Source: an optimization exercise on an open RTL-to-GDS flow (aim: small area). Production flows keep margins and buffers that such runs may drop. The RTL was checked by simulation tests, not by an equivalence proof against the original design. No activity file was given, so power comes from the tool's default toggle rates.

==> flow/design.v <==
package reindeer_mm_timer_hub_pkg;
    localparam int XLEN       = 32;
    localparam int XLEN_BYTES = XLEN / 8;
    localparam int REG_MTIME_LO   = 0;
    localparam int REG_MTIME_HI   = 1;
    localparam int REG_PRESCALER  = 2;
    localparam int REG_IRQ_EN     = 3;
    localparam int REG_IRQ_STATUS = 4;
    localparam int CMP_BASE       = 8;
    localparam logic [0:0] ST_IDLE = 1'b0;
    localparam logic [0:0] ST_WAIT = 1'b1;
endpackage
import reindeer_mm_timer_hub_pkg::*;
module reindeer_mm_timer_hub
#(
    parameter int              NUM_CMP       = 8,
    parameter int              ADDR_BITS     = 16,
    parameter int              PRESCALE_BITS = 8,
    parameter int              WB_TIMEOUT    = 255,
    parameter logic [XLEN-1:0] ERR_WORD      = 32'hDEAD_BEEF
) (
    input  logic                  clk,
    input  logic                  reset_n,
    input  logic                  sync_reset,
    input  logic                  data_read_enable,
    input  logic [XLEN_BYTES-1:0] data_write_enable,
    input  logic [ADDR_BITS-1:0]  data_rw_addr,
    input  logic [XLEN-1:0]       data_write_word,
    output logic                  WB_RD_CYC_O,
    output logic                  WB_RD_STB_O,
    output logic [ADDR_BITS-1:0]  WB_RD_ADR_O,
    input  logic [XLEN-1:0]       WB_RD_DAT_I,
    input  logic                  WB_RD_ACK_I,
    output logic                  WB_WR_CYC_O,
    output logic                  WB_WR_STB_O,
    output logic                  WB_WR_WE_O,
    output logic [XLEN_BYTES-1:0] WB_WR_SEL_O,
    output logic [ADDR_BITS-1:0]  WB_WR_ADR_O,
    output logic [XLEN-1:0]       WB_WR_DAT_O,
    input  logic                  WB_WR_ACK_I,
    output logic                  enable_out,
    output logic [XLEN-1:0]       word_out,
    output logic                  write_busy,
    output logic                  bus_error,
    output logic [NUM_CMP-1:0]    timer_irq,
    output logic                  timer_triggered
);
    localparam logic [ADDR_BITS-1:0] LOCAL_TOP = ADDR_BITS'(7 + 2 * NUM_CMP);
    localparam int                   TMO_BITS  = $clog2(WB_TIMEOUT + 1);
    localparam logic [TMO_BITS-1:0]  TMO_LAST  = TMO_BITS'(WB_TIMEOUT - 1);
    localparam int                   NW        = 2 * NUM_CMP;
    logic                     clr;
    logic                     rd_busy, wr_busy;
    logic [TMO_BITS-1:0]      rd_timer, wr_timer;
    logic                     rd_done, wr_done, rd_start, rd_local;
    logic [PRESCALE_BITS-1:0] prescaler, count;
    logic                     tick;
    logic [NUM_CMP-1:0]       irq_en, cmp_hit;
    logic [XLEN-1:0]          cmpw [NW];
    logic [63:0]              mtime, mtime_inc;
    logic [XLEN-1:0]          local_rdata, wdat_clr;
    logic                     is_local, wr_accept, local_wr, ext_wr;
    logic                     lo_wr, hi_wr, presc_wr, irqen_wr;
    logic [4:0]               a;
    assign clr = !reset_n || sync_reset;
    assign a   = data_rw_addr[4:0];
    assign is_local  = (data_rw_addr <= LOCAL_TOP);
    assign wr_accept = (|data_write_enable) && !wr_busy && !sync_reset;
    assign local_wr  = wr_accept && is_local;
    assign ext_wr    = wr_accept && !is_local;
    assign lo_wr    = local_wr && a == 5'd0;
    assign hi_wr    = local_wr && a == 5'd1;
    assign presc_wr = local_wr && a == 5'd2;
    assign irqen_wr = local_wr && a == 5'd3;
    assign write_busy      = wr_busy || ext_wr;
    assign timer_irq       = cmp_hit & irq_en;
    assign timer_triggered = |timer_irq;
    assign WB_RD_CYC_O = rd_busy;
    assign WB_RD_STB_O = rd_busy;
    assign WB_WR_CYC_O = wr_busy;
    assign WB_WR_STB_O = wr_busy;
    assign WB_WR_WE_O  = wr_busy;
    assign tick = (count == prescaler);
    always_ff @(posedge clk) begin
        if (clr || presc_wr || tick) count <= '0;
        else                         count <= count + 1'b1;
    end
    always_ff @(posedge clk) begin
        if (clr) begin
            prescaler <= '0;
            irq_en    <= '0;
        end else begin
            if (presc_wr && data_write_enable[0]) prescaler <= data_write_word[PRESCALE_BITS-1:0];
            if (irqen_wr && data_write_enable[0]) irq_en    <= data_write_word[NUM_CMP-1:0];
        end
    end
    assign mtime_inc = mtime + {63'd0, tick && !lo_wr && !hi_wr};
    always_ff @(posedge clk) begin
        for (int b = 0; b < XLEN_BYTES; b++) begin
            if (clr)
                mtime[8*b +: 8] <= 8'd0;
            else if (lo_wr && data_write_enable[b])
                mtime[8*b +: 8] <= data_write_word[8*b +: 8];
            else
                mtime[8*b +: 8] <= mtime_inc[8*b +: 8];
            if (clr)
                mtime[32+8*b +: 8] <= 8'd0;
            else if (hi_wr && data_write_enable[b])
                mtime[32+8*b +: 8] <= data_write_word[8*b +: 8];
            else
                mtime[32+8*b +: 8] <= mtime_inc[32+8*b +: 8];
        end
    end
    function automatic logic ge64(input logic [63:0] x, input logic [63:0] y);
        logic c, g, p;
        c = 1'b1;
        for (int blk = 0; blk < 64 / 8; blk++) begin
            g = 1'b0;
            p = 1'b1;
            for (int i = 8 * blk; i < 8 * blk + 8; i++) begin
                g = (x[i] & ~y[i]) | ((x[i] | ~y[i]) & g);
                p = p & (x[i] | ~y[i]);
            end
            c = g | (p & c);
        end
        ge64 = c;
    endfunction
    assign wdat_clr = data_write_word | {XLEN{clr}};
    always_ff @(posedge clk) begin
        for (int j = 0; j < NW; j++) begin
            for (int b = 0; b < XLEN_BYTES; b++) begin
                if (clr || (local_wr && data_write_enable[b] && a == 5'(8 + j)))
                    cmpw[j][8*b +: 8] <= wdat_clr[8*b +: 8];
            end
        end
    end
    always_ff @(posedge clk or negedge reset_n) begin
        if (!reset_n) begin
            cmp_hit <= '0;
        end else begin
            for (int k = 0; k < NUM_CMP; k++)
                cmp_hit[k] <= !sync_reset && ge64(mtime, {cmpw[2*k+1], cmpw[2*k]});
        end
    end
    logic [NW-1:0] rsel_c;
    logic [4:0]    rsel_l;
    always_comb begin
        for (int j = 0; j < NW; j++) rsel_c[j] = (a == 5'(8 + j));
        for (int r = 0; r < 5; r++)  rsel_l[r] = (a == 5'(r));
        local_rdata = '0;
        for (int j = 0; j < NW; j++) local_rdata = local_rdata | (cmpw[j] & {XLEN{rsel_c[j]}});
        local_rdata = local_rdata | (mtime[31:0] & {XLEN{rsel_l[0]}}) | (mtime[63:32] & {XLEN{rsel_l[1]}});
        local_rdata[PRESCALE_BITS-1:0] = local_rdata[PRESCALE_BITS-1:0] | (prescaler & {PRESCALE_BITS{rsel_l[2]}});
        local_rdata[NUM_CMP-1:0] = local_rdata[NUM_CMP-1:0] | (irq_en & {NUM_CMP{rsel_l[3]}}) | (cmp_hit & {NUM_CMP{rsel_l[4]}});
    end
    assign rd_done  = rd_busy && (WB_RD_ACK_I || rd_timer == TMO_LAST);
    assign rd_start = !rd_busy && data_read_enable;
    assign rd_local = rd_start && is_local;
    always_ff @(posedge clk) begin
        if (rd_busy) rd_timer <= rd_timer + 1'b1;
        else         rd_timer <= '0;
    end
    always_ff @(posedge clk or negedge reset_n) begin
        if (!reset_n) begin
            rd_busy     <= 1'b0;
            enable_out  <= 1'b0;
            word_out    <= '0;
            WB_RD_ADR_O <= '0;
        end else if (sync_reset) begin
            rd_busy     <= 1'b0;
            enable_out  <= 1'b0;
            word_out    <= '0;
            WB_RD_ADR_O <= '0;
        end else begin
            enable_out <= rd_local || rd_done;
            if (rd_busy) rd_busy <= !rd_done;
            else         rd_busy <= data_read_enable && !is_local;
            if (rd_local)
                word_out <= local_rdata;
            else if (rd_done)
                word_out <= WB_RD_ACK_I ? WB_RD_DAT_I : ERR_WORD;
            if (rd_start && !is_local)
                WB_RD_ADR_O <= data_rw_addr;
        end
    end
    assign wr_done = wr_busy && (WB_WR_ACK_I || wr_timer == TMO_LAST);
    always_ff @(posedge clk) begin
        if (wr_busy) wr_timer <= wr_timer + 1'b1;
        else         wr_timer <= '0;
    end
    always_ff @(posedge clk or negedge reset_n) begin
        if (!reset_n) begin
            wr_busy     <= 1'b0;
            bus_error   <= 1'b0;
            WB_WR_SEL_O <= '0;
            WB_WR_ADR_O <= '0;
            WB_WR_DAT_O <= '0;
        end else if (sync_reset) begin
            wr_busy     <= 1'b0;
            bus_error   <= 1'b0;
            WB_WR_SEL_O <= '0;
            WB_WR_ADR_O <= '0;
            WB_WR_DAT_O <= '0;
        end else begin
            bus_error <= (rd_done && !WB_RD_ACK_I) || (wr_done && !WB_WR_ACK_I);
            if (wr_busy) wr_busy <= !wr_done;
            else         wr_busy <= ext_wr;
            if (ext_wr) begin
                WB_WR_SEL_O <= data_write_enable;
                WB_WR_ADR_O <= data_rw_addr;
                WB_WR_DAT_O <= data_write_word;
            end
        end
    end
endmodule
clock: 5.0 ns
lec_check: 0
abc_area: 1
cap_margin: 20
core_margin: 2
core_utilization: 40
slew_margin: 20
standard.sh (not shown) runs the stock make flow with config.mk's settings and CLKGATE_MAP_FILE= SYNTH_SCRIPT=/design/flow/synth_recipe.tcl, a recipe that flattens the netlist after the stock synthesis.
==> flow/flow/run.sh <==
#!/bin/bash
# Own layout flow: the standard ORFS flow (standard.sh, unchanged synthesis)
# with smaller port buffers, a clock tree without dummy loads built from
# clkbuf_8 sink clusters.
# Each tool's full output goes to a log file in this folder; ORFS also keeps
# its per-step logs under orfs/logs/.
set -euo pipefail
export BUFFER_PORTS_ARGS="-buffer_cell sky130_fd_sc_hd__buf_1"
export CTS_ARGS="-sink_clustering_enable -repair_clock_nets -dont_use_dummy_load -buf_list sky130_fd_sc_hd__clkbuf_8 -sink_clustering_size 20 -sink_clustering_max_diameter 50"

bash standard.sh finish > standard_flow.log 2>&1
Change:
==> flow/run.sh (new file) <==
#!/bin/bash
# synth_recipe.tcl (not shown) runs the flow's synth.tcl, then flattens the netlist and writes it again
# the make line also repeats each setting of config.mk as NAME=value (left out here)
make -C /OpenROAD-flow-scripts/flow DESIGN_CONFIG=/design/flow/config.mk WORK_HOME=/design/flow/orfs CLKGATE_MAP_FILE= SYNTH_SCRIPT=/design/flow/synth_recipe.tcl finish
removed: flow/flow/run.sh
removed: flow/standard.sh
What happened: Global-route usage decreases by 0.74 points; synthesized area does not change; sequential power barely changes.

==> port drivers added, routing unchanged <==
The results above use ideal ports. As a check the final layouts listed here were re-extracted and re-timed, cells and wires unchanged.
Step 1 (the two cells are an assumption about what drives the block):
set clk [get_ports {clk}]
set_driving_cell -lib_cell sky130_fd_sc_hd__clkbuf_16 $clk
set_driving_cell -lib_cell sky130_fd_sc_hd__buf_2 [delete_from_list [all_inputs] $clk]
Step 2 adds t to the input delays and takes it off the output delays; t is the mean of the earliest and latest rising clock arrival at the registers after step 1. Input paths then give back, and output paths get back, about the clock's delay inside the block.
Three values: ideal, step 1, step 2; two values: the first two.
run | shift t [ns] | setup WS [ns] | latest minus earliest clock arrival (ns)
the first run | 0.814 | 0.779 / 0.779 / 0.277 | 0.145 / 0.144
the second run | 0.732 | 0.503 / 0.503 / -0.029 | 0.043 / 0.042
Met with ideal ports but missed after step 2: setup timing in the second run. The setup slack of the second run, which loses most, moves by 0.000 ns with the drivers and by -0.532 ns with both steps.
